What follows belongs to an exercise in optimizing a design on an open flow for small area, a short achievable clock period and few clock cycles per item; a production flow would make more cautious choices. At most, simulation tests tie the RTL to the original design; equivalence was not proved. For run 1, only the layout was checked, not whether the RTL still works.

==> flow/design.v (outline; a module is shown in full before it is edited, if it fits) <==
// module gdiff_div: 69 lines
// module gdiff_mul: 561 lines
// module gdiff_ram: 28 lines
// module gdiff_add: 11 lines
// module grid_liquid_diffusion_step_unit: 487 lines
module grid_liquid_diffusion_step_unit #(
	parameter int MAX_WIDTH   = gdiff_pkg::MAX_WIDTH_DEF,
	parameter int AMOUNT_BITS = gdiff_pkg::AMOUNT_BITS_DEF,
	localparam int DATA_W     = ((AMOUNT_BITS + 7) / 8) * 8
) (
	input  logic                              clk,
	input  logic                              arst_n,
	input  logic                              s_axis_tvalid,
	output logic                              s_axis_tready,
	input  logic [DATA_W-1:0]                 s_axis_tdata,    
	output logic                              m_axis_tvalid,
	input  logic                              m_axis_tready,
	output logic [DATA_W-1:0]                 m_axis_tdata,    
	output logic                              m_axis_tlast,
	input  logic                              cfg_valid,
	output logic                              cfg_ready,
	input  logic [gdiff_pkg::CFG_INDEX_W-1:0] cfg_index,
	input  logic [gdiff_pkg::CFG_DATA_W-1:0]  cfg_data
);
  // ...
==> flow/run.sh <==
#!/bin/bash
# synth_recipe.tcl (not shown) runs the flow's synth.tcl, then flattens the netlist and writes it again
# the make line also repeats each setting of config.mk as NAME=value (left out here)
make -C /OpenROAD-flow-scripts/flow DESIGN_CONFIG=/design/flow/config.mk WORK_HOME=/design/flow/orfs CLKGATE_MAP_FILE= SYNTH_SCRIPT=/design/flow/synth_recipe.tcl finish
==> flow/config.mk <==
export PLATFORM = sky130hd
export DESIGN_NAME = grid_liquid_diffusion_step_unit
export DESIGN_NICKNAME = grid_liquid_diffusion_step_unit
export VERILOG_FILES = /design/flow/design.v
export SDC_FILE = /design/flow/constraint.sdc
export NUM_CORES = 4
export LEC_CHECK = 0
export CAP_MARGIN = 20
export CORE_MARGIN = 2
export CORE_UTILIZATION = 40
export SETUP_SLACK_MARGIN = 4.0
export SLEW_MARGIN = 20
==> flow/constraint.sdc <==
create_clock -name core_clock -period 7.0 [get_ports {clk}]
set_input_delay 1.4000 -clock core_clock [delete_from_list [all_inputs] [get_ports {clk}]]
set_output_delay 1.4000 -clock core_clock [all_outputs]
set_load 0.01 [all_outputs]
==> flow_metrics.tcl, run 1 <==
set metrics [dict create \
    viasPerCell 4.866 \
    synth_area_leaders "dfxtp_1 (51%), ha_1 (5.0%), dfrtp_1 (4.9%)" \
    clk_share 0.07619 \
    vias 32240 \
    cp_slowest_cell "o41a_1" \
    n_antenna_cell 3 \
    grt_pass1_wl_microns 175100 \
    synth_xor_xnor_area_share 0.05333 \
    seq-cell-share 0.4903 \
    rsz0062_at_grt "true" \
    regToRegEndpoint "m_data_q[2]$_DFFE_PP_" \
    cp-endpoint "m_data_q[2]$_DFFE_PP_" \
    grt.total_usage 0.1661 \
    grt_overflow 0 \
    ys_ff_latch 1522 \
    status "no timing/DRC/antenna violations" \
    htreeDepth 4 \
    wl_microns 111200 \
    gr-usage-met2 0.2666 \
    port_buffers 58 \
    fin_util 0.5047 \
    synth_fa_ha_area_frac 0.09348 \
    inverters 292 \
    fin_ws_ns 3.349 \
    ys_types 84 \
]
==> module gdiff_div, before the edit <==
module gdiff_div (
	input  logic        clk,
	input  logic        arst_n,
	input  logic        start,      
	input  logic [15:0] den,        
	output logic        hold,       
	output logic [15:0] m_lo,
	output logic [4:0]  shift       
);
	logic [4:0]  cnt_q;
	logic [15:0] rem_q;
	logic [15:0] num_q;
	logic [4:0]  l_q;
	logic [15:0] dm1;
	logic [15:0] smear;
	logic [4:0]  l_enc;
	logic [16:0] sh;
	logic [16:0] dif;
	logic        fits;
	assign dm1 = den - 16'd1;
	always_comb begin
		smear[15] = dm1[15];
		for (int i = 14; i >= 0; i--) begin
			smear[i] = smear[i+1] | dm1[i];
		end
		l_enc = '0;
		for (int i = 0; i < 16; i++) begin
			if (dm1[i]) begin
				l_enc = 5'(i + 1);
			end
		end
	end
	assign sh = {rem_q, num_q[15]};
	gdiff_add #(
		.W (17)
	) u_sub (
		.a    (sh),
		.b    (~{1'b0, den}),
		.cin  (1'b1),
		.sum  (dif),
		.cout (fits)
	);
	always_ff @(posedge clk or negedge arst_n) begin
		if (!arst_n) begin
			cnt_q <= '0;
			num_q <= 16'd1;
			l_q   <= 5'd3;
		end else if (start) begin
			cnt_q <= 5'd17;
		end else if (cnt_q == 5'd17) begin
			cnt_q <= 5'd16;
			num_q <= den;
			l_q   <= l_enc;
		end else if (cnt_q != '0) begin
			cnt_q <= cnt_q - 5'd1;
			num_q <= {num_q[14:0], fits};
		end
	end
	always_ff @(posedge clk) begin
		if (cnt_q == 5'd17) begin
			rem_q <= ~dm1 & smear;
		end else begin
			rem_q <= fits ? dif[15:0] : sh[15:0];
		end
	end
	assign hold  = (cnt_q > 5'd2);
	assign m_lo  = num_q;
	assign shift = l_q;
endmodule
==> module grid_liquid_diffusion_step_unit, before the edit <==
module grid_liquid_diffusion_step_unit #(
	parameter int MAX_WIDTH   = gdiff_pkg::MAX_WIDTH_DEF,
	parameter int AMOUNT_BITS = gdiff_pkg::AMOUNT_BITS_DEF,
	localparam int DATA_W     = ((AMOUNT_BITS + 7) / 8) * 8
) (
	input  logic                              clk,
	input  logic                              arst_n,
	input  logic                              s_axis_tvalid,
	output logic                              s_axis_tready,
	input  logic [DATA_W-1:0]                 s_axis_tdata,    
	output logic                              m_axis_tvalid,
	input  logic                              m_axis_tready,
	output logic [DATA_W-1:0]                 m_axis_tdata,    
	output logic                              m_axis_tlast,
	input  logic                              cfg_valid,
	output logic                              cfg_ready,
	input  logic [gdiff_pkg::CFG_INDEX_W-1:0] cfg_index,
	input  logic [gdiff_pkg::CFG_DATA_W-1:0]  cfg_data
);
	localparam int AB = AMOUNT_BITS;
	localparam int CW = $clog2(MAX_WIDTH);
	localparam int HB = gdiff_pkg::GRID_H_BITS;
	localparam int D  = gdiff_pkg::OUT_SLOTS;
	localparam int NB = D - 1;
	localparam int PB = (NB > 1) ? $clog2(NB) : 1;
	localparam int RW = $clog2(D + 2);
	localparam int ZW = gdiff_pkg::ZW;
	localparam int SW = ZW + 2;
	logic [CW-1:0] wl_q, wl_n;
	logic [HB-1:0] hl_q, hl_n;
	logic [AB-1:0] den_q, den_n;
	logic [CW-1:0] col_q, col_n;
	logic [HB-1:0] row_q, row_n;
	logic          top_q, top_n;
	logic          sec_q, sec_n;
	logic          bot_q, bot_n;
	logic [CW-1:0] pa_q, pa_n;
	logic          fpend_q, fpend_n;
	logic [CW-1:0] fcol_q, fcol_n;
	logic          cfg_wait_q, cfg_wait_n;
	logic [RW-1:0] resv_q, resv_n;
	logic          tready_q, tready_n;
	logic          cready_q, cready_n;
	logic          fiss;
	logic          start_free;
	logic          acc;
	logic          cfg_take;
	logic          rate_take;
	logic          produce;
	logic          pop;
	logic [CW-1:0] tok_col;
	logic          rc_hold;
	logic [15:0]   m_lo;
	logic [4:0]    l_sh;
	assign fiss       = fpend_q && (pa_q == fcol_q) && (resv_q < RW'(D));
	assign start_free = top_q && (col_q == '0) && !fpend_q;
	assign acc        = s_axis_tvalid && tready_q;
	assign cfg_take   = cfg_valid && cready_q;
	assign rate_take  = cfg_take && (cfg_index == 2'd2);
	assign produce    = fiss || (acc && !top_q);
	assign tok_col    = start_free ? '0 : pa_q;
	assign s_axis_tready = tready_q;
	assign cfg_ready     = cready_q;
	logic          fpend_nf;
	logic [CW-1:0] fcol_nf;
	assign fpend_nf = fpend_q && !(fiss && (fcol_q == wl_q));
	assign fcol_nf  = fiss ? fcol_q + CW'(1) : fcol_q;
	logic [CW-1:0] col_a;
	logic [HB-1:0] row_a;
	logic          top_a, sec_a, bot_a, fend_a;
	logic [CW-1:0] pa_a;
	always_comb begin
		col_a  = col_q + CW'(1);
		row_a  = row_q;
		top_a  = top_q;
		sec_a  = sec_q;
		bot_a  = bot_q;
		fend_a = 1'b0;
		if (col_q == wl_q) begin
			col_a = '0;
			if (bot_q) begin
				row_a  = '0;
				top_a  = 1'b1;
				sec_a  = 1'b0;
				bot_a  = (hl_q == '0);
				fend_a = 1'b1;
			end else begin
				row_a = row_q + HB'(1);
				top_a = 1'b0;
				sec_a = top_q;
				bot_a = ((row_q + HB'(1)) == hl_q);
			end
		end
		pa_a = start_free ? CW'(1) : pa_q + CW'(1);
	end
	always_comb begin
		wl_n       = wl_q;
		hl_n       = hl_q;
		den_n      = den_q;
		col_n      = col_q;
		row_n      = row_q;
		top_n      = top_q;
		sec_n      = sec_q;
		bot_n      = bot_q;
		fpend_n    = fpend_nf;
		fcol_n     = fcol_nf;
		cfg_wait_n = cfg_valid && !cready_q;
		resv_n     = resv_q + RW'(produce) - RW'(pop);
		pa_n       = pa_q + CW'(1);
		if (acc) begin
			col_n = col_a;
			row_n = row_a;
			top_n = top_a;
			sec_n = sec_a;
			bot_n = bot_a;
			pa_n  = pa_a;
			if (fend_a) begin
				fpend_n = 1'b1;
				fcol_n  = '0;
			end
		end
		if (cfg_take && (cfg_index != 2'd3)) begin
			col_n = '0;
			row_n = '0;
			top_n = 1'b1;
			sec_n = 1'b0;
			bot_n = (hl_q == '0);
			case (cfg_index)
				2'd0: begin
					if (cfg_data[5:0] == 6'd0) begin
						wl_n = '0;
					end else if (cfg_data[5:0] > 6'(MAX_WIDTH)) begin
						wl_n = CW'(MAX_WIDTH - 1);
					end else begin
						wl_n = CW'(cfg_data[5:0] - 6'd1);
					end
				end
				2'd1: begin
					hl_n  = (cfg_data == '0) ? '0 : cfg_data - HB'(1);
					bot_n = (cfg_data[HB-1:1] == '0);
				end
				default: begin
					den_n = (cfg_data == '0) ? AB'(1) : cfg_data;
				end
			endcase
		end
	end
	function automatic logic can_take(input logic top, input logic [CW-1:0] col,
			input logic [CW-1:0] pa, input logic fpend, input logic [CW-1:0] fcol,
			input logic slot);
		can_take = (top && (col == '0) && !fpend)
			|| ((pa == col) && (top ? (!fpend || (col < fcol) || ((pa == fcol) && slot))
				: slot));
	endfunction
	logic [RW-1:0] r_base;
	logic          slot_n0, slot_a0;
	logic          t_n0, t_n1, t_a0, t_a1;
	logic          slot_n, slot_a;
	logic          t_sel;
	always_comb begin
		r_base  = resv_q + RW'(fiss);
		slot_n0 = (r_base < RW'(D));
		slot_a0 = top_q ? slot_n0 : (r_base < RW'(D - 1));
		t_n0    = can_take(top_q, col_q, pa_q + CW'(1), fpend_nf, fcol_nf, 1'b0);
		t_n1    = can_take(top_q, col_q, pa_q + CW'(1), fpend_nf, fcol_nf, 1'b1);
		t_a0    = can_take(top_a, col_a, pa_a, fend_a || fpend_nf, fend_a ? '0 : fcol_nf,
			1'b0);
		t_a1    = can_take(top_a, col_a, pa_a, fend_a || fpend_nf, fend_a ? '0 : fcol_nf,
			1'b1);
		slot_n  = pop || slot_n0;
		slot_a  = top_q ? slot_n : (pop ? slot_n0 : slot_a0);
		if (cfg_take) begin
			t_sel = (cfg_index == 2'd3) ? (slot_n ? t_n1 : t_n0) : 1'b1;
		end else if (acc) begin
			t_sel = slot_a ? t_a1 : t_a0;
		end else begin
			t_sel = slot_n ? t_n1 : t_n0;
		end
		tready_n = t_sel && !cfg_wait_n && !rate_take && !rc_hold;
		cready_n = !tready_n && !(acc ? (fend_a || fpend_nf) : fpend_nf);
	end
	always_ff @(posedge clk or negedge arst_n) begin
		if (!arst_n) begin
			wl_q       <= CW'(MAX_WIDTH - 1);
			hl_q       <= HB'(31);
			den_q      <= AB'(8);
			col_q      <= '0;
			row_q      <= '0;
			top_q      <= 1'b1;
			sec_q      <= 1'b0;
			bot_q      <= 1'b0;
			pa_q       <= '0;
			fpend_q    <= 1'b0;
			fcol_q     <= '0;
			cfg_wait_q <= 1'b0;
			resv_q     <= '0;
			tready_q   <= 1'b0;
			cready_q   <= 1'b0;
		end else begin
			wl_q       <= wl_n;
			hl_q       <= hl_n;
			den_q      <= den_n;
			col_q      <= col_n;
			row_q      <= row_n;
			top_q      <= top_n;
			sec_q      <= sec_n;
			bot_q      <= bot_n;
			pa_q       <= pa_n;
			fpend_q    <= fpend_n;
			fcol_q     <= fcol_n;
			cfg_wait_q <= cfg_wait_n;
			resv_q     <= resv_n;
			tready_q   <= tready_n;
			cready_q   <= cready_n;
		end
	end
	gdiff_div u_recip (
		.clk    (clk),
		.arst_n (arst_n),
		.start  (rate_take),
		.den    (den_q),
		.hold   (rc_hold),
		.m_lo   (m_lo),
		.shift  (l_sh)
	);
	logic          v0_q, f0_q;
	logic [AB-1:0] a0_q;
	logic          lm0_q, rm0_q, top0_q;
	logic [2:0]    k0_q;
	logic          lm_t, rm_t, uptop_t;
	assign lm_t    = (tok_col == '0);
	assign rm_t    = (tok_col == wl_q);
	assign uptop_t = fiss ? (hl_q == '0) : sec_q;
	always_ff @(posedge clk or negedge arst_n) begin
		if (!arst_n) begin
			v0_q <= 1'b0;
			f0_q <= 1'b0;
		end else begin
			v0_q <= acc;
			f0_q <= fiss;
		end
	end
	always_ff @(posedge clk) begin
		a0_q   <= s_axis_tdata[AB-1:0];
		lm0_q  <= lm_t;
		rm0_q  <= rm_t;
		top0_q <= top_q;
		k0_q   <= 3'(!fiss) + 3'(!uptop_t) + 3'(!lm_t) + 3'(!rm_t);
	end
	logic [34:0]   ms, mc;
	logic          v1_q, f1_q;
	logic [34:0]   ms1_q, mc1_q;
	logic [AB:0]   au1_q;
	logic [ZW:0]   zr1_q;
	logic [ZW-1:0] ks1_q;
	logic          lm1_q, rm1_q, top1_q;
	logic [AB-1:0] s_tap0_unused, s_tap1_unused, s_tap2, s_tap3;
	logic [ZW-1:0] z_tap0_unused, z_tap1_unused, z_tap2, z_tap3_unused;
	logic [AB:0]   au;
	logic [AB-1:0] up_m0, right_m0;
	logic [ZW:0]   zr;
	logic [ZW-1:0] s3x;
	logic [ZW-1:0] ks;
	gdiff_mul u_mul (
		.a (a0_q),
		.m (m_lo),
		.s (ms),
		.c (mc)
	);
	assign up_m0    = top0_q ? '0 : s_tap2;
	assign right_m0 = rm0_q ? '0 : s_tap3;
	gdiff_add #(
		.W (AB + 1)
	) u_add_au (
		.a    ({1'b0, a0_q}),
		.b    ({1'b0, up_m0}),
		.cin  (1'b0),
		.sum  (au),
		.cout ()
	);
	gdiff_add #(
		.W (ZW + 1)
	) u_add_zr (
		.a    ({1'b0, z_tap2}),
		.b    ({3'b000, right_m0}),
		.cin  (1'b0),
		.sum  (zr),
		.cout ()
	);
	gdiff_add #(
		.W (ZW)
	) u_add_s3 (
		.a    ({2'b00, s_tap2}),
		.b    ({1'b0, s_tap2, 1'b0}),
		.cin  (1'b0),
		.sum  (s3x),
		.cout ()
	);
	always_comb begin
		case (k0_q)
			3'd0:    ks = '0;
			3'd1:    ks = ZW'(s_tap2);
			3'd2:    ks = ZW'({s_tap2, 1'b0});
			3'd3:    ks = s3x;
			default: ks = ZW'({s_tap2, 2'b00});
		endcase
	end
	always_ff @(posedge clk or negedge arst_n) begin
		if (!arst_n) begin
			v1_q <= 1'b0;
			f1_q <= 1'b0;
		end else begin
			v1_q <= v0_q;
			f1_q <= f0_q;
		end
	end
	always_ff @(posedge clk) begin
		ms1_q  <= ms;
		mc1_q  <= mc;
		au1_q  <= au;
		zr1_q  <= zr;
		ks1_q  <= ks;
		lm1_q  <= lm0_q;
		rm1_q  <= rm0_q;
		top1_q <= top0_q;
	end
	logic [34:0]   prod;
	logic [16:0]   t16;
	logic [AB-1:0] share;
	logic          v_r, f_r;
	logic [AB-1:0] s_r;
	logic [ZW-1:0] base_r;
	logic signed [SW-1:0] pre_r;
	logic          rm_r, top_r;
	logic [AB-1:0] prev_s_q;
	logic [AB-1:0] left_m;
	logic [ZW-1:0] base;
	logic [SW-1:0] pre;
	gdiff_add #(
		.W (35)
	) u_add_prod (
		.a    (ms1_q),
		.b    (mc1_q),
		.cin  (1'b0),
		.sum  (prod),
		.cout ()
	);
	assign t16    = prod[32:16];
	assign share  = AB'(t16 >> l_sh);
	assign left_m = lm1_q ? '0 : (v_r ? s_r : prev_s_q);
	gdiff_add #(
		.W (ZW)
	) u_add_base (
		.a    ({1'b0, au1_q}),
		.b    ({2'b00, left_m}),
		.cin  (1'b0),
		.sum  (base),
		.cout ()
	);
	gdiff_add #(
		.W (SW)
	) u_add_pre (
		.a    ({1'b0, zr1_q}),
		.b    (~{2'b00, ks1_q}),
		.cin  (1'b1),
		.sum  (pre),
		.cout ()
	);
	always_ff @(posedge clk or negedge arst_n) begin
		if (!arst_n) begin
			v_r <= 1'b0;
			f_r <= 1'b0;
		end else begin
			v_r <= v1_q;
			f_r <= f1_q;
		end
	end
	always_ff @(posedge clk) begin
		s_r    <= share;
		base_r <= base;
		pre_r  <= $signed(pre);
		rm_r   <= rm1_q;
		top_r  <= top1_q;
		if (v_r) begin
			prev_s_q <= s_r;
		end
	end
	logic [SW-1:0] sum;
	logic [AB-1:0] down_m;
	logic [AB-1:0] res;
	logic          res_v;
	logic          res_l;
	gdiff_ram #(
		.WIDTH (ZW),
		.DEPTH (MAX_WIDTH),
		.LAG   (0)
	) u_zring (
		.clk   (clk),
		.we    (v_r),
		.wdata (base_r),
		.tap0  (z_tap0_unused),
		.tap1  (z_tap1_unused),
		.tap2  (z_tap2),
		.tap3  (z_tap3_unused)
	);
	gdiff_ram #(
		.WIDTH (AB),
		.DEPTH (MAX_WIDTH),
		.LAG   (0)
	) u_sring (
		.clk   (clk),
		.we    (v_r),
		.wdata (s_r),
		.tap0  (s_tap0_unused),
		.tap1  (s_tap1_unused),
		.tap2  (s_tap2),
		.tap3  (s_tap3)
	);
	assign down_m = f_r ? '0 : s_r;
	gdiff_add #(
		.W (SW)
	) u_add_sum (
		.a    (pre_r),
		.b    ({4'b0000, down_m}),
		.cin  (1'b0),
		.sum  (sum),
		.cout ()
	);
	always_comb begin
		if (sum[SW-1]) begin
			res = '0;
		end else if (|sum[SW-2:AB]) begin
			res = '1;
		end else begin
			res = sum[AB-1:0];
		end
	end
	assign res_v = f_r || (v_r && !top_r);
	assign res_l = f_r && rm_r;
	logic          m_valid_q;
	logic [AB-1:0] m_data_q;
	logic          m_last_q;
	logic [AB:0]   buf_q [NB];
	logic [PB-1:0] rd_q, wr_q;
	logic [RW-1:0] cnt_q;
	logic          load_out;
	logic          to_buf;
	logic          from_buf;
	assign pop      = m_valid_q && m_axis_tready;
	assign load_out = !m_valid_q || pop;
	assign from_buf = load_out && (cnt_q != '0);
	assign to_buf   = res_v && !(load_out && (cnt_q == '0));
	always_ff @(posedge clk or negedge arst_n) begin
		if (!arst_n) begin
			m_valid_q <= 1'b0;
			rd_q      <= '0;
			wr_q      <= '0;
			cnt_q     <= '0;
		end else begin
			if (load_out) begin
				m_valid_q <= (cnt_q != '0) || res_v;
			end
			if (from_buf) begin
				rd_q <= (rd_q == PB'(NB - 1)) ? '0 : rd_q + PB'(1);
			end
			if (to_buf) begin
				wr_q <= (wr_q == PB'(NB - 1)) ? '0 : wr_q + PB'(1);
			end
			cnt_q <= cnt_q + RW'(to_buf) - RW'(from_buf);
		end
	end
	always_ff @(posedge clk) begin
		if (load_out) begin
			if (cnt_q != '0) begin
				{m_last_q, m_data_q} <= buf_q[rd_q];
			end else begin
				{m_last_q, m_data_q} <= {res_l, res};
			end
		end
		if (to_buf) begin
			buf_q[wr_q] <= {res_l, res};
		end
	end
	assign m_axis_tvalid = m_valid_q;
	assign m_axis_tdata  = DATA_W'(m_data_q);
	assign m_axis_tlast  = m_last_q;
endmodule
==> run 2: changes to the inputs <==
--- a/flow/design.v
+++ b/flow/design.v
@@ -1,26 +1,28 @@
 package gdiff_pkg;
 	localparam int MAX_WIDTH_DEF   = 32;
 	localparam int AMOUNT_BITS_DEF = 16;
 	localparam int CFG_INDEX_W = 2;
 	localparam int CFG_DATA_W  = 16;
 	localparam int GRID_W_BITS = 6;
 	localparam int GRID_H_BITS = 16;
 	localparam int RATE_BITS   = 16;
-	localparam int OUT_SLOTS = 5;
+	localparam int OUT_SLOTS = 6;
 	localparam int ZW = 18;
 endpackage
 module gdiff_div (
 	input  logic        clk,
 	input  logic        arst_n,
 	input  logic        start,      
 	input  logic [15:0] den,        
 	output logic        hold,       
-	output logic [15:0] m_lo,
+	output logic [8:0]  one,        
+	output logic [8:0]  two,
+	output logic [8:0]  neg,
 	output logic [4:0]  shift       
 );
 	logic [4:0]  cnt_q;
 	logic [15:0] rem_q;
 	logic [15:0] num_q;
 	logic [4:0]  l_q;
 	logic [15:0] dm1;
 	logic [15:0] smear;
@@ -69,27 +71,36 @@
 	end
 	always_ff @(posedge clk) begin
 		if (cnt_q == 5'd17) begin
 			rem_q <= ~dm1 & smear;
 		end else begin
 			rem_q <= fits ? dif[15:0] : sh[15:0];
 		end
 	end
-	assign hold  = (cnt_q > 5'd2);
-	assign m_lo  = num_q;
+	logic [18:0] mb;
+	assign mb = {2'b01, num_q, 1'b0};
+	always_ff @(posedge clk) begin
+		for (int i = 0; i < 9; i++) begin
+			one[i] <= mb[2*i+1] ^ mb[2*i];
+			two[i] <= (mb[2*i+2] & !mb[2*i+1] & !mb[2*i]) | (!mb[2*i+2] & mb[2*i+1] & mb[2*i]);
+			neg[i] <= mb[2*i+2] & !(mb[2*i+1] & mb[2*i]);
+		end
+	end
+	assign hold  = (cnt_q != '0);
 	assign shift = l_q;
 endmodule
 module gdiff_mul (
 	input  logic [15:0] a,
-	input  logic [15:0] m,
+	input  logic [8:0]  one,
+	input  logic [8:0]  two,
+	input  logic [8:0]  neg,
 	output logic [34:0] s,
 	output logic [34:0] c
 );
-	logic [8:0] one, two, neg;
 	logic t1, t2, t3, t4, t5, t6, t7, t8, t9, t10, t11, t12, t13, t14, t15, t16;
 	logic t17, t18, t19, t20, t21, t22, t23, t24, t25, t26, t27, t28, t29, t30, t31, t32;
 	logic t33, t34, t35, t36, t37, t38, t39, t40, t41, t42, t43, t44, t45, t46, t47, t48;
 	logic t49, t50, t51, t52, t53, t54, t55, t56, t57, t58, t59, t60, t61, t62, t63, t64;
 	logic t65, t66, t67, t68, t69, t70, t71, t72, t73, t74, t75, t76, t77, t78, t79, t80;
 	logic t81, t82, t83, t84, t85, t86, t87, t88, t89, t90, t91, t92, t93, t94, t95, t96;
 	logic t97, t98, t99, t100, t101, t102, t103, t104, t105, t106, t107, t108, t109, t110, t111, t112;
 	logic t113, t114, t115, t116, t117, t118, t119, t120, t121, t122, t123, t124, t125, t126, t127, t128;
@@ -107,19 +118,16 @@
 	logic t305, t306, t307, t308, t309, t310, t311, t312, t313, t314, t315, t316, t317, t318, t319, t320;
 	logic t321, t322, t323, t324, t325, t326, t327, t328, t329, t330, t331, t332, t333, t334, t335, t336;
 	logic t337, t338, t339, t340, t341, t342, t343, t344, t345, t346, t347, t348, t349, t350, t351, t352;
 	logic t353, t354, t355, t356, t357, t358, t359, t360, t361, t362, t363, t364, t365, t366, t367, t368;
 	logic t369, t370, t371, t372, t373, t374, t375, t376, t377, t378, t379, t380, t381, t382, t383, t384;
 	logic t385, t386, t387, t388, t389, t390, t391, t392, t393, t394, t395, t396, t397, t398, t399, t400;
 	logic t401, t402, t403, t404, t405, t406, t407, t408, t409, t410, t411, t412, t413, t414, t415, t416;
 	logic t417, t418, t419, t420, t421, t422, t423, t424, t425, t426, t427, t428, t429;
-	assign one[0] = m[0] ^ 1'b0;
-	assign two[0] = (m[1] & ~m[0] & ~1'b0) | (~m[1] & m[0] & 1'b0);
-	assign neg[0] = m[1] & ~(m[0] & 1'b0);
 	assign t1 = ((one[0] & a[0]) | (two[0] & 1'b0)) ^ neg[0];
 	assign t2 = ((one[0] & a[1]) | (two[0] & a[0])) ^ neg[0];
 	assign t3 = ((one[0] & a[2]) | (two[0] & a[1])) ^ neg[0];
 	assign t4 = ((one[0] & a[3]) | (two[0] & a[2])) ^ neg[0];
 	assign t5 = ((one[0] & a[4]) | (two[0] & a[3])) ^ neg[0];
 	assign t6 = ((one[0] & a[5]) | (two[0] & a[4])) ^ neg[0];
 	assign t7 = ((one[0] & a[6]) | (two[0] & a[5])) ^ neg[0];
 	assign t8 = ((one[0] & a[7]) | (two[0] & a[6])) ^ neg[0];
@@ -128,19 +136,16 @@
 	assign t11 = ((one[0] & a[10]) | (two[0] & a[9])) ^ neg[0];
 	assign t12 = ((one[0] & a[11]) | (two[0] & a[10])) ^ neg[0];
 	assign t13 = ((one[0] & a[12]) | (two[0] & a[11])) ^ neg[0];
 	assign t14 = ((one[0] & a[13]) | (two[0] & a[12])) ^ neg[0];
 	assign t15 = ((one[0] & a[14]) | (two[0] & a[13])) ^ neg[0];
 	assign t16 = ((one[0] & a[15]) | (two[0] & a[14])) ^ neg[0];
 	assign t17 = ((one[0] & 1'b0) | (two[0] & a[15])) ^ neg[0];
 	assign t18 = ~neg[0];
-	assign one[1] = m[2] ^ m[1];
-	assign two[1] = (m[3] & ~m[2] & ~m[1]) | (~m[3] & m[2] & m[1]);
-	assign neg[1] = m[3] & ~(m[2] & m[1]);
 	assign t19 = ((one[1] & a[0]) | (two[1] & 1'b0)) ^ neg[1];
 	assign t20 = ((one[1] & a[1]) | (two[1] & a[0])) ^ neg[1];
 	assign t21 = ((one[1] & a[2]) | (two[1] & a[1])) ^ neg[1];
 	assign t22 = ((one[1] & a[3]) | (two[1] & a[2])) ^ neg[1];
 	assign t23 = ((one[1] & a[4]) | (two[1] & a[3])) ^ neg[1];
 	assign t24 = ((one[1] & a[5]) | (two[1] & a[4])) ^ neg[1];
 	assign t25 = ((one[1] & a[6]) | (two[1] & a[5])) ^ neg[1];
 	assign t26 = ((one[1] & a[7]) | (two[1] & a[6])) ^ neg[1];
@@ -149,19 +154,16 @@
 	assign t29 = ((one[1] & a[10]) | (two[1] & a[9])) ^ neg[1];
 	assign t30 = ((one[1] & a[11]) | (two[1] & a[10])) ^ neg[1];
 	assign t31 = ((one[1] & a[12]) | (two[1] & a[11])) ^ neg[1];
 	assign t32 = ((one[1] & a[13]) | (two[1] & a[12])) ^ neg[1];
 	assign t33 = ((one[1] & a[14]) | (two[1] & a[13])) ^ neg[1];
 	assign t34 = ((one[1] & a[15]) | (two[1] & a[14])) ^ neg[1];
 	assign t35 = ((one[1] & 1'b0) | (two[1] & a[15])) ^ neg[1];
 	assign t36 = ~neg[1];
-	assign one[2] = m[4] ^ m[3];
-	assign two[2] = (m[5] & ~m[4] & ~m[3]) | (~m[5] & m[4] & m[3]);
-	assign neg[2] = m[5] & ~(m[4] & m[3]);
 	assign t37 = ((one[2] & a[0]) | (two[2] & 1'b0)) ^ neg[2];
 	assign t38 = ((one[2] & a[1]) | (two[2] & a[0])) ^ neg[2];
 	assign t39 = ((one[2] & a[2]) | (two[2] & a[1])) ^ neg[2];
 	assign t40 = ((one[2] & a[3]) | (two[2] & a[2])) ^ neg[2];
 	assign t41 = ((one[2] & a[4]) | (two[2] & a[3])) ^ neg[2];
 	assign t42 = ((one[2] & a[5]) | (two[2] & a[4])) ^ neg[2];
 	assign t43 = ((one[2] & a[6]) | (two[2] & a[5])) ^ neg[2];
 	assign t44 = ((one[2] & a[7]) | (two[2] & a[6])) ^ neg[2];
@@ -170,19 +172,16 @@
 	assign t47 = ((one[2] & a[10]) | (two[2] & a[9])) ^ neg[2];
 	assign t48 = ((one[2] & a[11]) | (two[2] & a[10])) ^ neg[2];
 	assign t49 = ((one[2] & a[12]) | (two[2] & a[11])) ^ neg[2];
 	assign t50 = ((one[2] & a[13]) | (two[2] & a[12])) ^ neg[2];
 	assign t51 = ((one[2] & a[14]) | (two[2] & a[13])) ^ neg[2];
 	assign t52 = ((one[2] & a[15]) | (two[2] & a[14])) ^ neg[2];
 	assign t53 = ((one[2] & 1'b0) | (two[2] & a[15])) ^ neg[2];
 	assign t54 = ~neg[2];
-	assign one[3] = m[6] ^ m[5];
-	assign two[3] = (m[7] & ~m[6] & ~m[5]) | (~m[7] & m[6] & m[5]);
-	assign neg[3] = m[7] & ~(m[6] & m[5]);
 	assign t55 = ((one[3] & a[0]) | (two[3] & 1'b0)) ^ neg[3];
 	assign t56 = ((one[3] & a[1]) | (two[3] & a[0])) ^ neg[3];
 	assign t57 = ((one[3] & a[2]) | (two[3] & a[1])) ^ neg[3];
 	assign t58 = ((one[3] & a[3]) | (two[3] & a[2])) ^ neg[3];
 	assign t59 = ((one[3] & a[4]) | (two[3] & a[3])) ^ neg[3];
 	assign t60 = ((one[3] & a[5]) | (two[3] & a[4])) ^ neg[3];
 	assign t61 = ((one[3] & a[6]) | (two[3] & a[5])) ^ neg[3];
 	assign t62 = ((one[3] & a[7]) | (two[3] & a[6])) ^ neg[3];
@@ -191,19 +190,16 @@
 	assign t65 = ((one[3] & a[10]) | (two[3] & a[9])) ^ neg[3];
 	assign t66 = ((one[3] & a[11]) | (two[3] & a[10])) ^ neg[3];
 	assign t67 = ((one[3] & a[12]) | (two[3] & a[11])) ^ neg[3];
 	assign t68 = ((one[3] & a[13]) | (two[3] & a[12])) ^ neg[3];
 	assign t69 = ((one[3] & a[14]) | (two[3] & a[13])) ^ neg[3];
 	assign t70 = ((one[3] & a[15]) | (two[3] & a[14])) ^ neg[3];
 	assign t71 = ((one[3] & 1'b0) | (two[3] & a[15])) ^ neg[3];
 	assign t72 = ~neg[3];
-	assign one[4] = m[8] ^ m[7];
-	assign two[4] = (m[9] & ~m[8] & ~m[7]) | (~m[9] & m[8] & m[7]);
-	assign neg[4] = m[9] & ~(m[8] & m[7]);
 	assign t73 = ((one[4] & a[0]) | (two[4] & 1'b0)) ^ neg[4];
 	assign t74 = ((one[4] & a[1]) | (two[4] & a[0])) ^ neg[4];
 	assign t75 = ((one[4] & a[2]) | (two[4] & a[1])) ^ neg[4];
 	assign t76 = ((one[4] & a[3]) | (two[4] & a[2])) ^ neg[4];
 	assign t77 = ((one[4] & a[4]) | (two[4] & a[3])) ^ neg[4];
 	assign t78 = ((one[4] & a[5]) | (two[4] & a[4])) ^ neg[4];
 	assign t79 = ((one[4] & a[6]) | (two[4] & a[5])) ^ neg[4];
 	assign t80 = ((one[4] & a[7]) | (two[4] & a[6])) ^ neg[4];
@@ -212,19 +208,16 @@
 	assign t83 = ((one[4] & a[10]) | (two[4] & a[9])) ^ neg[4];
 	assign t84 = ((one[4] & a[11]) | (two[4] & a[10])) ^ neg[4];
 	assign t85 = ((one[4] & a[12]) | (two[4] & a[11])) ^ neg[4];
 	assign t86 = ((one[4] & a[13]) | (two[4] & a[12])) ^ neg[4];
 	assign t87 = ((one[4] & a[14]) | (two[4] & a[13])) ^ neg[4];
 	assign t88 = ((one[4] & a[15]) | (two[4] & a[14])) ^ neg[4];
 	assign t89 = ((one[4] & 1'b0) | (two[4] & a[15])) ^ neg[4];
 	assign t90 = ~neg[4];
-	assign one[5] = m[10] ^ m[9];
-	assign two[5] = (m[11] & ~m[10] & ~m[9]) | (~m[11] & m[10] & m[9]);
-	assign neg[5] = m[11] & ~(m[10] & m[9]);
 	assign t91 = ((one[5] & a[0]) | (two[5] & 1'b0)) ^ neg[5];
 	assign t92 = ((one[5] & a[1]) | (two[5] & a[0])) ^ neg[5];
 	assign t93 = ((one[5] & a[2]) | (two[5] & a[1])) ^ neg[5];
 	assign t94 = ((one[5] & a[3]) | (two[5] & a[2])) ^ neg[5];
 	assign t95 = ((one[5] & a[4]) | (two[5] & a[3])) ^ neg[5];
 	assign t96 = ((one[5] & a[5]) | (two[5] & a[4])) ^ neg[5];
 	assign t97 = ((one[5] & a[6]) | (two[5] & a[5])) ^ neg[5];
 	assign t98 = ((one[5] & a[7]) | (two[5] & a[6])) ^ neg[5];
@@ -233,19 +226,16 @@
 	assign t101 = ((one[5] & a[10]) | (two[5] & a[9])) ^ neg[5];
 	assign t102 = ((one[5] & a[11]) | (two[5] & a[10])) ^ neg[5];
 	assign t103 = ((one[5] & a[12]) | (two[5] & a[11])) ^ neg[5];
 	assign t104 = ((one[5] & a[13]) | (two[5] & a[12])) ^ neg[5];
 	assign t105 = ((one[5] & a[14]) | (two[5] & a[13])) ^ neg[5];
 	assign t106 = ((one[5] & a[15]) | (two[5] & a[14])) ^ neg[5];
 	assign t107 = ((one[5] & 1'b0) | (two[5] & a[15])) ^ neg[5];
 	assign t108 = ~neg[5];
-	assign one[6] = m[12] ^ m[11];
-	assign two[6] = (m[13] & ~m[12] & ~m[11]) | (~m[13] & m[12] & m[11]);
-	assign neg[6] = m[13] & ~(m[12] & m[11]);
 	assign t109 = ((one[6] & a[0]) | (two[6] & 1'b0)) ^ neg[6];
 	assign t110 = ((one[6] & a[1]) | (two[6] & a[0])) ^ neg[6];
 	assign t111 = ((one[6] & a[2]) | (two[6] & a[1])) ^ neg[6];
 	assign t112 = ((one[6] & a[3]) | (two[6] & a[2])) ^ neg[6];
 	assign t113 = ((one[6] & a[4]) | (two[6] & a[3])) ^ neg[6];
 	assign t114 = ((one[6] & a[5]) | (two[6] & a[4])) ^ neg[6];
 	assign t115 = ((one[6] & a[6]) | (two[6] & a[5])) ^ neg[6];
 	assign t116 = ((one[6] & a[7]) | (two[6] & a[6])) ^ neg[6];
@@ -254,19 +244,16 @@
 	assign t119 = ((one[6] & a[10]) | (two[6] & a[9])) ^ neg[6];
 	assign t120 = ((one[6] & a[11]) | (two[6] & a[10])) ^ neg[6];
 	assign t121 = ((one[6] & a[12]) | (two[6] & a[11])) ^ neg[6];
 	assign t122 = ((one[6] & a[13]) | (two[6] & a[12])) ^ neg[6];
 	assign t123 = ((one[6] & a[14]) | (two[6] & a[13])) ^ neg[6];
 	assign t124 = ((one[6] & a[15]) | (two[6] & a[14])) ^ neg[6];
 	assign t125 = ((one[6] & 1'b0) | (two[6] & a[15])) ^ neg[6];
 	assign t126 = ~neg[6];
-	assign one[7] = m[14] ^ m[13];
-	assign two[7] = (m[15] & ~m[14] & ~m[13]) | (~m[15] & m[14] & m[13]);
-	assign neg[7] = m[15] & ~(m[14] & m[13]);
 	assign t127 = ((one[7] & a[0]) | (two[7] & 1'b0)) ^ neg[7];
 	assign t128 = ((one[7] & a[1]) | (two[7] & a[0])) ^ neg[7];
 	assign t129 = ((one[7] & a[2]) | (two[7] & a[1])) ^ neg[7];
 	assign t130 = ((one[7] & a[3]) | (two[7] & a[2])) ^ neg[7];
 	assign t131 = ((one[7] & a[4]) | (two[7] & a[3])) ^ neg[7];
 	assign t132 = ((one[7] & a[5]) | (two[7] & a[4])) ^ neg[7];
 	assign t133 = ((one[7] & a[6]) | (two[7] & a[5])) ^ neg[7];
 	assign t134 = ((one[7] & a[7]) | (two[7] & a[6])) ^ neg[7];
@@ -275,19 +262,16 @@
 	assign t137 = ((one[7] & a[10]) | (two[7] & a[9])) ^ neg[7];
 	assign t138 = ((one[7] & a[11]) | (two[7] & a[10])) ^ neg[7];
 	assign t139 = ((one[7] & a[12]) | (two[7] & a[11])) ^ neg[7];
 	assign t140 = ((one[7] & a[13]) | (two[7] & a[12])) ^ neg[7];
 	assign t141 = ((one[7] & a[14]) | (two[7] & a[13])) ^ neg[7];
 	assign t142 = ((one[7] & a[15]) | (two[7] & a[14])) ^ neg[7];
 	assign t143 = ((one[7] & 1'b0) | (two[7] & a[15])) ^ neg[7];
 	assign t144 = ~neg[7];
-	assign one[8] = 1'b1 ^ m[15];
-	assign two[8] = (1'b0 & ~1'b1 & ~m[15]) | (~1'b0 & 1'b1 & m[15]);
-	assign neg[8] = 1'b0 & ~(1'b1 & m[15]);
 	assign t145 = ((one[8] & a[0]) | (two[8] & 1'b0)) ^ neg[8];
 	assign t146 = ((one[8] & a[1]) | (two[8] & a[0])) ^ neg[8];
 	assign t147 = ((one[8] & a[2]) | (two[8] & a[1])) ^ neg[8];
 	assign t148 = ((one[8] & a[3]) | (two[8] & a[2])) ^ neg[8];
 	assign t149 = ((one[8] & a[4]) | (two[8] & a[3])) ^ neg[8];
 	assign t150 = ((one[8] & a[5]) | (two[8] & a[4])) ^ neg[8];
 	assign t151 = ((one[8] & a[6]) | (two[8] & a[5])) ^ neg[8];
 	assign t152 = ((one[8] & a[7]) | (two[8] & a[6])) ^ neg[8];
@@ -712,48 +696,53 @@
 	logic [CW-1:0] col_q, col_n;
 	logic [HB-1:0] row_q, row_n;
 	logic          top_q, top_n;
 	logic          sec_q, sec_n;
 	logic          bot_q, bot_n;
 	logic [CW-1:0] pa_q, pa_n;
 	logic          fpend_q, fpend_n;
 	logic [CW-1:0] fcol_q, fcol_n;
-	logic          cfg_wait_q, cfg_wait_n;
+	logic          cfg_wait_n;
 	logic [RW-1:0] resv_q, resv_n;
 	logic          tready_q, tready_n;
 	logic          cready_q, cready_n;
+	logic          lt_d0, lt_d1, lt_d2;
 	logic          fiss;
 	logic          start_free;
 	logic          acc;
 	logic          cfg_take;
 	logic          rate_take;
 	logic          produce;
 	logic          pop;
 	logic [CW-1:0] tok_col;
 	logic          rc_hold;
-	logic [15:0]   m_lo;
+	logic [8:0]    b_one, b_two, b_neg;
 	logic [4:0]    l_sh;
-	assign fiss       = fpend_q && (pa_q == fcol_q) && (resv_q < RW'(D));
+	assign lt_d0      = (resv_q < RW'(D));
+	assign lt_d1      = (resv_q < RW'(D - 1));
+	assign lt_d2      = (resv_q < RW'(D - 2));
+	assign fiss       = fpend_q && (pa_q == fcol_q) && lt_d0;
 	assign start_free = top_q && (col_q == '0) && !fpend_q;
 	assign acc        = s_axis_tvalid && tready_q;
 	assign cfg_take   = cfg_valid && cready_q;
 	assign rate_take  = cfg_take && (cfg_index == 2'd2);
 	assign produce    = fiss || (acc && !top_q);
 	assign tok_col    = start_free ? '0 : pa_q;
 	assign s_axis_tready = tready_q;
 	assign cfg_ready     = cready_q;
 	logic          fpend_nf;
 	logic [CW-1:0] fcol_nf;
 	assign fpend_nf = fpend_q && !(fiss && (fcol_q == wl_q));
 	assign fcol_nf  = fiss ? fcol_q + CW'(1) : fcol_q;
 	logic [CW-1:0] col_a;
 	logic [HB-1:0] row_a;
 	logic          top_a, sec_a, bot_a, fend_a;
 	logic [CW-1:0] pa_a;
+	logic [CW-1:0] pa_1;
 	always_comb begin
 		col_a  = col_q + CW'(1);
 		row_a  = row_q;
 		top_a  = top_q;
 		sec_a  = sec_q;
 		bot_a  = bot_q;
 		fend_a = 1'b0;
 		if (col_q == wl_q) begin
@@ -766,32 +755,32 @@
 				fend_a = 1'b1;
 			end else begin
 				row_a = row_q + HB'(1);
 				top_a = 1'b0;
 				sec_a = top_q;
 				bot_a = ((row_q + HB'(1)) == hl_q);
 			end
 		end
-		pa_a = start_free ? CW'(1) : pa_q + CW'(1);
+		pa_1 = pa_q + CW'(1);
+		pa_a = start_free ? CW'(1) : pa_1;
 	end
 	always_comb begin
 		wl_n       = wl_q;
 		hl_n       = hl_q;
 		den_n      = den_q;
 		col_n      = col_q;
 		row_n      = row_q;
 		top_n      = top_q;
 		sec_n      = sec_q;
 		bot_n      = bot_q;
 		fpend_n    = fpend_nf;
 		fcol_n     = fcol_nf;
-		cfg_wait_n = cfg_valid && !cready_q;
 		resv_n     = resv_q + RW'(produce) - RW'(pop);
-		pa_n       = pa_q + CW'(1);
+		pa_n       = pa_1;
 		if (acc) begin
 			col_n = col_a;
 			row_n = row_a;
 			top_n = top_a;
 			sec_n = sec_a;
 			bot_n = bot_a;
 			pa_n  = pa_a;
 			if (fend_a) begin
@@ -827,130 +816,144 @@
 	end
 	function automatic logic can_take(input logic top, input logic [CW-1:0] col,
 			input logic [CW-1:0] pa, input logic fpend, input logic [CW-1:0] fcol,
 			input logic slot);
 		can_take = (top && (col == '0) && !fpend)
 			|| ((pa == col) && (top ? (!fpend || (col < fcol) || ((pa == fcol) && slot))
 				: slot));
 	endfunction
-	logic [RW-1:0] r_base;
-	logic          slot_n0, slot_a0;
-	logic          t_n0, t_n1, t_a0, t_a1;
-	logic          slot_n, slot_a;
-	logic          t_sel;
+	logic slot_n0, slot_a0;
+	logic t_n0, t_n1, t_a0, t_a1;
+	logic slot_n, slot_a;
+	logic t_sel;
 	always_comb begin
-		r_base  = resv_q + RW'(fiss);
-		slot_n0 = (r_base < RW'(D));
-		slot_a0 = top_q ? slot_n0 : (r_base < RW'(D - 1));
-		t_n0    = can_take(top_q, col_q, pa_q + CW'(1), fpend_nf, fcol_nf, 1'b0);
-		t_n1    = can_take(top_q, col_q, pa_q + CW'(1), fpend_nf, fcol_nf, 1'b1);
+		slot_n0 = fiss ? lt_d1 : lt_d0;
+		slot_a0 = top_q ? slot_n0 : (fiss ? lt_d2 : lt_d1);
+		t_n0    = can_take(top_q, col_q, pa_1, fpend_nf, fcol_nf, 1'b0);
+		t_n1    = can_take(top_q, col_q, pa_1, fpend_nf, fcol_nf, 1'b1);
 		t_a0    = can_take(top_a, col_a, pa_a, fend_a || fpend_nf, fend_a ? '0 : fcol_nf,
 			1'b0);
 		t_a1    = can_take(top_a, col_a, pa_a, fend_a || fpend_nf, fend_a ? '0 : fcol_nf,
 			1'b1);
 		slot_n  = pop || slot_n0;
 		slot_a  = top_q ? slot_n : (pop ? slot_n0 : slot_a0);
 		if (cfg_take) begin
 			t_sel = (cfg_index == 2'd3) ? (slot_n ? t_n1 : t_n0) : 1'b1;
 		end else if (acc) begin
 			t_sel = slot_a ? t_a1 : t_a0;
 		end else begin
 			t_sel = slot_n ? t_n1 : t_n0;
 		end
+		cfg_wait_n = cfg_valid && !cready_q;
 		tready_n = t_sel && !cfg_wait_n && !rate_take && !rc_hold;
-		cready_n = !tready_n && !(acc ? (fend_a || fpend_nf) : fpend_nf);
+		cready_n = cfg_wait_n && !(acc ? (fend_a || fpend_nf) : fpend_nf);
 	end
 	always_ff @(posedge clk or negedge arst_n) begin
 		if (!arst_n) begin
-			wl_q       <= CW'(MAX_WIDTH - 1);
-			hl_q       <= HB'(31);
-			den_q      <= AB'(8);
-			col_q      <= '0;
-			row_q      <= '0;
-			top_q      <= 1'b1;
-			sec_q      <= 1'b0;
-			bot_q      <= 1'b0;
-			pa_q       <= '0;
-			fpend_q    <= 1'b0;
-			fcol_q     <= '0;
-			cfg_wait_q <= 1'b0;
-			resv_q     <= '0;
-			tready_q   <= 1'b0;
-			cready_q   <= 1'b0;
+			wl_q     <= CW'(MAX_WIDTH - 1);
+			hl_q     <= HB'(31);
+			den_q    <= AB'(8);
+			col_q    <= '0;
+			row_q    <= '0;
+			top_q    <= 1'b1;
+			sec_q    <= 1'b0;
+			bot_q    <= 1'b0;
+			pa_q     <= '0;
+			fpend_q  <= 1'b0;
+			fcol_q   <= '0;
+			resv_q   <= '0;
+			tready_q <= 1'b0;
+			cready_q <= 1'b0;
 		end else begin
-			wl_q       <= wl_n;
-			hl_q       <= hl_n;
-			den_q      <= den_n;
-			col_q      <= col_n;
-			row_q      <= row_n;
-			top_q      <= top_n;
-			sec_q      <= sec_n;
-			bot_q      <= bot_n;
-			pa_q       <= pa_n;
-			fpend_q    <= fpend_n;
-			fcol_q     <= fcol_n;
-			cfg_wait_q <= cfg_wait_n;
-			resv_q     <= resv_n;
-			tready_q   <= tready_n;
-			cready_q   <= cready_n;
+			wl_q     <= wl_n;
+			hl_q     <= hl_n;
+			den_q    <= den_n;
+			col_q    <= col_n;
+			row_q    <= row_n;
+			top_q    <= top_n;
+			sec_q    <= sec_n;
+			bot_q    <= bot_n;
+			pa_q     <= pa_n;
+			fpend_q  <= fpend_n;
+			fcol_q   <= fcol_n;
+			resv_q   <= resv_n;
+			tready_q <= tready_n;
+			cready_q <= cready_n;
 		end
 	end
 	gdiff_div u_recip (
 		.clk    (clk),
 		.arst_n (arst_n),
 		.start  (rate_take),
 		.den    (den_q),
 		.hold   (rc_hold),
-		.m_lo   (m_lo),
+		.one    (b_one),
+		.two    (b_two),
+		.neg    (b_neg),
 		.shift  (l_sh)
 	);
 	logic          v0_q, f0_q;
 	logic [AB-1:0] a0_q;
+	logic [34:0]   ms0_q, mc0_q;
 	logic          lm0_q, rm0_q, top0_q;
 	logic [2:0]    k0_q;
 	logic          lm_t, rm_t, uptop_t;
+	logic [34:0]   ms, mc;
 	assign lm_t    = (tok_col == '0);
 	assign rm_t    = (tok_col == wl_q);
 	assign uptop_t = fiss ? (hl_q == '0) : sec_q;
+	gdiff_mul u_mul (
+		.a   (s_axis_tdata[AB-1:0]),
+		.one (b_one),
+		.two (b_two),
+		.neg (b_neg),
+		.s   (ms),
+		.c   (mc)
+	);
 	always_ff @(posedge clk or negedge arst_n) begin
 		if (!arst_n) begin
 			v0_q <= 1'b0;
 			f0_q <= 1'b0;
 		end else begin
 			v0_q <= acc;
 			f0_q <= fiss;
 		end
 	end
 	always_ff @(posedge clk) begin
 		a0_q   <= s_axis_tdata[AB-1:0];
+		ms0_q  <= ms;
+		mc0_q  <= mc;
 		lm0_q  <= lm_t;
 		rm0_q  <= rm_t;
 		top0_q <= top_q;
 		k0_q   <= 3'(!fiss) + 3'(!uptop_t) + 3'(!lm_t) + 3'(!rm_t);
 	end
-	logic [34:0]   ms, mc;
 	logic          v1_q, f1_q;
-	logic [34:0]   ms1_q, mc1_q;
+	logic [16:0]   t1_q;
 	logic [AB:0]   au1_q;
 	logic [ZW:0]   zr1_q;
 	logic [ZW-1:0] ks1_q;
 	logic          lm1_q, rm1_q, top1_q;
 	logic [AB-1:0] s_tap0_unused, s_tap1_unused, s_tap2, s_tap3;
 	logic [ZW-1:0] z_tap0_unused, z_tap1_unused, z_tap2, z_tap3_unused;
+	logic [34:0]   prod;
 	logic [AB:0]   au;
 	logic [AB-1:0] up_m0, right_m0;
 	logic [ZW:0]   zr;
 	logic [ZW-1:0] s3x;
 	logic [ZW-1:0] ks;
-	gdiff_mul u_mul (
-		.a (a0_q),
-		.m (m_lo),
-		.s (ms),
-		.c (mc)
+	gdiff_add #(
+		.W (35)
+	) u_add_prod (
+		.a    (ms0_q),
+		.b    (mc0_q),
+		.cin  (1'b0),
+		.sum  (prod),
+		.cout ()
 	);
 	assign up_m0    = top0_q ? '0 : s_tap2;
 	assign right_m0 = rm0_q ? '0 : s_tap3;
 	gdiff_add #(
 		.W (AB + 1)
 	) u_add_au (
 		.a    ({1'b0, a0_q}),
 		.b    ({1'b0, up_m0}),
@@ -974,64 +977,49 @@
 		.b    ({1'b0, s_tap2, 1'b0}),
 		.cin  (1'b0),
 		.sum  (s3x),
 		.cout ()
 	);
 	always_comb begin
 		case (k0_q)
 			3'd0:    ks = '0;
-			3'd1:    ks = ZW'(s_tap2);
-			3'd2:    ks = ZW'({s_tap2, 1'b0});
+			3'd1:    ks = {2'b00, s_tap2};
+			3'd2:    ks = {1'b0, s_tap2, 1'b0};
 			3'd3:    ks = s3x;
-			default: ks = ZW'({s_tap2, 2'b00});
+			default: ks = {s_tap2, 2'b00};
 		endcase
 	end
 	always_ff @(posedge clk or negedge arst_n) begin
 		if (!arst_n) begin
 			v1_q <= 1'b0;
 			f1_q <= 1'b0;
 		end else begin
 			v1_q <= v0_q;
 			f1_q <= f0_q;
 		end
 	end
 	always_ff @(posedge clk) begin
-		ms1_q  <= ms;
-		mc1_q  <= mc;
+		t1_q   <= prod[32:16];
 		au1_q  <= au;
 		zr1_q  <= zr;
 		ks1_q  <= ks;
 		lm1_q  <= lm0_q;
 		rm1_q  <= rm0_q;
 		top1_q <= top0_q;
 	end
-	logic [34:0]   prod;
-	logic [16:0]   t16;
-	logic [AB-1:0] share;
 	logic          v_r, f_r;
 	logic [AB-1:0] s_r;
 	logic [ZW-1:0] base_r;
-	logic signed [SW-1:0] pre_r;
+	logic [SW-1:0] pre_r;
 	logic          rm_r, top_r;
 	logic [AB-1:0] prev_s_q;
 	logic [AB-1:0] left_m;
 	logic [ZW-1:0] base;
 	logic [SW-1:0] pre;
-	gdiff_add #(
-		.W (35)
-	) u_add_prod (
-		.a    (ms1_q),
-		.b    (mc1_q),
-		.cin  (1'b0),
-		.sum  (prod),
-		.cout ()
-	);
-	assign t16    = prod[32:16];
-	assign share  = AB'(t16 >> l_sh);
 	assign left_m = lm1_q ? '0 : (v_r ? s_r : prev_s_q);
 	gdiff_add #(
 		.W (ZW)
 	) u_add_base (
 		.a    ({1'b0, au1_q}),
 		.b    ({2'b00, left_m}),
 		.cin  (1'b0),
 		.sum  (base),
@@ -1051,30 +1039,29 @@
 			v_r <= 1'b0;
 			f_r <= 1'b0;
 		end else begin
 			v_r <= v1_q;
 			f_r <= f1_q;
 		end
 	end
 	always_ff @(posedge clk) begin
-		s_r    <= share;
+		s_r    <= AB'(t1_q >> l_sh);
 		base_r <= base;
-		pre_r  <= $signed(pre);
+		pre_r  <= pre;
 		rm_r   <= rm1_q;
 		top_r  <= top1_q;
 		if (v_r) begin
 			prev_s_q <= s_r;
 		end
 	end
-	logic [SW-1:0] sum;
 	logic [AB-1:0] down_m;
-	logic [AB-1:0] res;
-	logic          res_v;
-	logic          res_l;
+	logic [SW-1:0] sum;
+	logic          o_v_q, o_l_q;
+	logic [SW-1:0] o_sum_q;
 	gdiff_ram #(
 		.WIDTH (ZW),
 		.DEPTH (MAX_WIDTH),
 		.LAG   (0)
 	) u_zring (
 		.clk   (clk),
 		.we    (v_r),
 		.wdata (base_r),
@@ -1101,67 +1088,77 @@
 		.W (SW)
 	) u_add_sum (
 		.a    (pre_r),
 		.b    ({4'b0000, down_m}),
 		.cin  (1'b0),
 		.sum  (sum),
 		.cout ()
 	);
-	always_comb begin
-		if (sum[SW-1]) begin
-			res = '0;
-		end else if (|sum[SW-2:AB]) begin
-			res = '1;
+	always_ff @(posedge clk or negedge arst_n) begin
+		if (!arst_n) begin
+			o_v_q <= 1'b0;
 		end else begin
-			res = sum[AB-1:0];
+			o_v_q <= f_r || (v_r && !top_r);
 		end
 	end
-	assign res_v = f_r || (v_r && !top_r);
-	assign res_l = f_r && rm_r;
+	always_ff @(posedge clk) begin
+		o_sum_q <= sum;
+		o_l_q   <= f_r && rm_r;
+	end
+	logic [AB-1:0] res;
 	logic          m_valid_q;
 	logic [AB-1:0] m_data_q;
 	logic          m_last_q;
 	logic [AB:0]   buf_q [NB];
 	logic [PB-1:0] rd_q, wr_q;
 	logic [RW-1:0] cnt_q;
 	logic          load_out;
 	logic          to_buf;
 	logic          from_buf;
+	always_comb begin
+		if (o_sum_q[SW-1]) begin
+			res = '0;
+		end else if (|o_sum_q[SW-2:AB]) begin
+			res = '1;
+		end else begin
+			res = o_sum_q[AB-1:0];
+		end
+	end
 	assign pop      = m_valid_q && m_axis_tready;
 	assign load_out = !m_valid_q || pop;
 	assign from_buf = load_out && (cnt_q != '0);
-	assign to_buf   = res_v && !(load_out && (cnt_q == '0));
+	assign to_buf   = o_v_q && !(load_out && (cnt_q == '0));
 	always_ff @(posedge clk or negedge arst_n) begin
 		if (!arst_n) begin
 			m_valid_q <= 1'b0;
 			rd_q      <= '0;
 			wr_q      <= '0;
 			cnt_q     <= '0;
 		end else begin
 			if (load_out) begin
-				m_valid_q <= (cnt_q != '0) || res_v;
+				m_valid_q <= (cnt_q != '0) || o_v_q;
 			end
 			if (from_buf) begin
 				rd_q <= (rd_q == PB'(NB - 1)) ? '0 : rd_q + PB'(1);
 			end
 			if (to_buf) begin
 				wr_q <= (wr_q == PB'(NB - 1)) ? '0 : wr_q + PB'(1);
 			end
 			cnt_q <= cnt_q + RW'(to_buf) - RW'(from_buf);
 		end
 	end
 	always_ff @(posedge clk) begin
 		if (load_out) begin
 			if (cnt_q != '0) begin
 				{m_last_q, m_data_q} <= buf_q[rd_q];
 			end else begin
-				{m_last_q, m_data_q} <= {res_l, res};
+				{m_last_q, m_data_q} <= {o_l_q, res};
 			end
 		end
 		if (to_buf) begin
-			buf_q[wr_q] <= {res_l, res};
+			buf_q[wr_q] <= {o_l_q, res};
 		end
 	end
 	assign m_axis_tvalid = m_valid_q;
 	assign m_axis_tdata  = DATA_W'(m_data_q);
 	assign m_axis_tlast  = m_last_q;
 endmodule
==> flow/config.mk (replaced) <==
export PLATFORM = sky130hd
export DESIGN_NAME = grid_liquid_diffusion_step_unit
export DESIGN_NICKNAME = grid_liquid_diffusion_step_unit
export VERILOG_FILES = /design/flow/design.v
export SDC_FILE = /design/flow/constraint.sdc
export NUM_CORES = 4
export LEC_CHECK = 0
export CAP_MARGIN = 20
export CORE_MARGIN = 2
export CORE_UTILIZATION = 40
export SETUP_SLACK_MARGIN = 4.5
export SLEW_MARGIN = 20
==> run 2 against run 1 <==
Critical path depth fell by 5. Die area rose by 4.3%. Synthesized cell count rose by 2.9%. Via count rose by 2.0%. Non-clock buffer count rose by 6. Global-route usage rose by 0.092 points. Count of clock-buffer cells in the layout rose by 26. Setup slack improved by 0.21 ns. Utilization fell by 0.26 points. Largest cell class unchanged.
==> flow_metrics.tcl, run 2 <==
set metrics [dict create \
    async_flop_share 0.07472 \
    timing.final.crit_share 0.4908 \
    met1_usage 0.2187 \
    yosysWarnings 6 \
    ys_types 113 \
    clk_latency_ns 0.79 \
    synth_top_family_by_area "compound AO/OA/AOI/OAI gates" \
    synthMuxAreaShare 0.02575 \
    syn2layout_area_growth_pct 24.97 \
    setup_viol 0 \
    crit_required_ns 7.71 \
    cts_made_buffers 153 \
    drtAntennaViolNets 0 \
    chipHeight_microns 372.4 \
    drt-pass1-iter-count 7 \
    dp_hpwl_microns 71970 \
    use_met3 0.02862 \
    hold_violations 0 \
    top_usage_layer "met2" \
    wl_microns 115800 \
    fmax_mhz 291.0 \
    synth_top_area_frac 0.5104 \
    largest_register_ffs 576 \
    ys_ff_latch 1606 \
    antenna_found_initial 7 \
    status "no timing/DRC/antenna violations" \
    synth_xor_xnor_area_share 0.05235 \
    grt_pass1_wl_microns 182600 \
    synth_fa_ha_area_frac 0.08865 \
    yosys.area_share.simple 0.08120 \
    post_synth.cell_area_avg_sq_um 11.99 \
    wire_per_inst_microns 17.03 \
    synth_top_area_cell "dfxtp_1" \
    synthTopCellsByCount "dfxtp_1 (1384), inv_1 (284), nor2_1 (272), nand2_1 (260), xnor2_1 (255)" \
    clock_tree.root_cell "clkbuf_16" \
    htreeDepth 4 \
    crit_path_start_kind "input pin" \
    synthCells 4527 \
    io_pins 59 \
    clock_skew_ns 0.05069 \
    cts_tree "yes" \
    grt_overflow 0 \
    synth_ff_type "dfxtp_1" \
    min_path_type "register to register" \
    min_period_ns 3.436 \
    drv_slew 0 \
    rsz0062_at_grt "true" \
    layout_common_cells "dfxtp_1 (1351), buf_4 (252), nor2_1 (251)" \
    layout_commonest_cell "dfxtp_1" \
    n_antenna_cell 0 \
    drive_gt1_frac 0.2660 \
    ys_seq_area_frac 0.6225 \
    hold_buffers 0 \
    synthMostInstantiatedCell "dfxtp_1" \
    die_x_microns 372.4 \
    start_util 0.4017 \
    gp_congestion 0.8413 \
    drc 0 \
    floorplan.die_area_sq_um 138700 \
    preCtsSetupSlack_ns 1.733 \
    largestRegisters "u_zring.ring_q x576, u_sring.ring_q x512, buf_q x85" \
    grt.total_usage 0.1670 \
    clock_sink_count 1606 \
    syn-num-nets 4880 \
    syn_area_sq_um 54280 \
    final_nets 5247 \
    core_area_sq_um 135100 \
    fin_ws_ns 3.564 \
    slew_headroom 0.3083 \
    path_clk_slew_ns 0.06 \
    synth_edf_count 102 \
    grt_pass1_vias 33120 \
    vias 32890 \
    crit_fanout 5 \
    gr-usage-met2 0.2744 \
    synth_compound_area_frac 0.09434 \
    worstMarginPinSlew_ns 1.035 \
    grt_max_degree 65 \
    row_count 135 \
    synth_area_leaders "dfxtp_1 (51%), edfxtp_1 (5.6%), dfrtp_1 (4.8%)" \
    critPathKind "input pin to register" \
    setup_tns_ns 0 \
    drt_iter0_drc 1774 \
    top_register "u_zring.ring_q" \
    end_kind "register" \
    clockBufferDepth 3 \
    worstPathArrival_ns 4.14 \
    viasPerCell 4.834 \
    port_buffers 58 \
    drv_cap 0 \
]
[run 2: path summary, 6_finish.rpt]
kind                                                    from  slack (ns)                           end  cells after the start
worst max register to register        u_recip.neg[5]$_DFF_P_        3.68             mc0_q[23]$_DFF_P_                      9
min in group asynchronous                             arst_n        0.59            cnt_q[2]$_DFF_PN0_                      1
worst min register to register  u_sring.ring_q[4][1]$_DFF_P_        0.30  u_sring.ring_q[3][1]$_DFF_P_                      0
worst max-delay path                        s_axis_tdata[15]        3.56             mc0_q[23]$_DFF_P_                     12
max in group asynchronous                             arst_n        5.05          den_q[5]$_DFFE_PN0P_                      2
worst min-delay path            u_sring.ring_q[4][1]$_DFF_P_        0.30  u_sring.ring_q[3][1]$_DFF_P_                      0
[run 2: layer usage]
layer / up-vias / wire length [microns]
li1: 16010 / -
met1: 15940 / 52490
met2: 700 / 55010
met3: 236 / 4845
met4: 0 / 3509
met5: - / 0
[run 2: cells by family (layout without fill, tap and decap cells)]
family / count (synthesis) / count (layout)
compound gates: 783 / 783
simple gates: 908 / 908
mux: 110 / 110
flops: 1606 / 1606
xor+xnor: 321 / 321
buf+inv: 480 / 975
fa+ha+maj: 319 / 319
[run 2: stage by stage]
stage	instances	hold slack (ns)	util	cell area [sq um]
after detailed placement	6212	0.3121	0.4243	57340
after floorplan	4527	0.3096	-	55640
final	6803	0.2966	0.5020	67840
after CTS	6720	0.2859	0.4888	66050
after global placement	6212	0.3097	0.4243	57340
after global routing	6803	0.3064	0.5020	67840
[run 2: final cells by class]
cell class	count	area, sq um
Clock buffer	220	4469
Sequential cell	1606	33890
Inverter	291	1159
Multi-Input combinational cell	2441	21340
Clock inverter	63	930.9
Tap cell	1781	2228
Timing Repair Buffer	401	3816
Fill cell	11670	67290
[run 2: worst max-delay path, stage by stage]
cell and delay (ns):
buf_12 0.10, buf_12 0.13, buf_12 0.12, a22oi_2 0.19
xnor2_2 0.09, fa_2 0.53, inv_2 0.04, fa_1 0.46
inv_1 0.05, fa_1 0.49, inv_2 0.04, fa_2 0.51
[run 2: timing repair]
item,4_1_cts,5_1_grt
pin swaps,271,208
gates resized for setup,632,271
buffers inserted,218,83
gates cloned,7,0
endpoints found under the setup margin,258,221
Testbench counts of run 2, summed over its fixed seeds: cycles 6,896, items 6,464.

==> port drivers added, routing unchanged <==
The results above use ideal ports. As a check the final layouts listed here were re-extracted and re-timed, cells and wires unchanged.
Step 1 assumes that a clkbuf_16 drives the clock port and a buf_2 every other input.
Step 2 adds t to the input delays and takes it off the output delays; t is the mean of the earliest and latest rising clock arrival at the registers after step 1. Input paths then give back, and output paths get back, about the clock's delay inside the block.
Slacks: no drivers / after step 1 / after step 2; pairs: no drivers / after step 1.
| run | shift t [ns] | setup WS [ns] | hold slack, ns | clock arrival spread, ns | worst register clock-pin slew, ns |
|---|---|---|---|---|---|
| run 1 | 0.807 | 3.349 / 3.349 / 3.349 | 0.290 / 0.290 / 0.290 | 0.051 / 0.051 | 0.07 / 0.07 |
| run 2 | 0.842 | 3.564 / 3.573 / 2.731 | 0.297 / 0.297 / 0.297 | 0.052 / 0.052 | 0.07 / 0.07 |
After both steps every run listed still meets setup and hold. The setup slack of run 2, which loses most, moves by +0.009 ns with the drivers and by -0.833 ns with both steps.
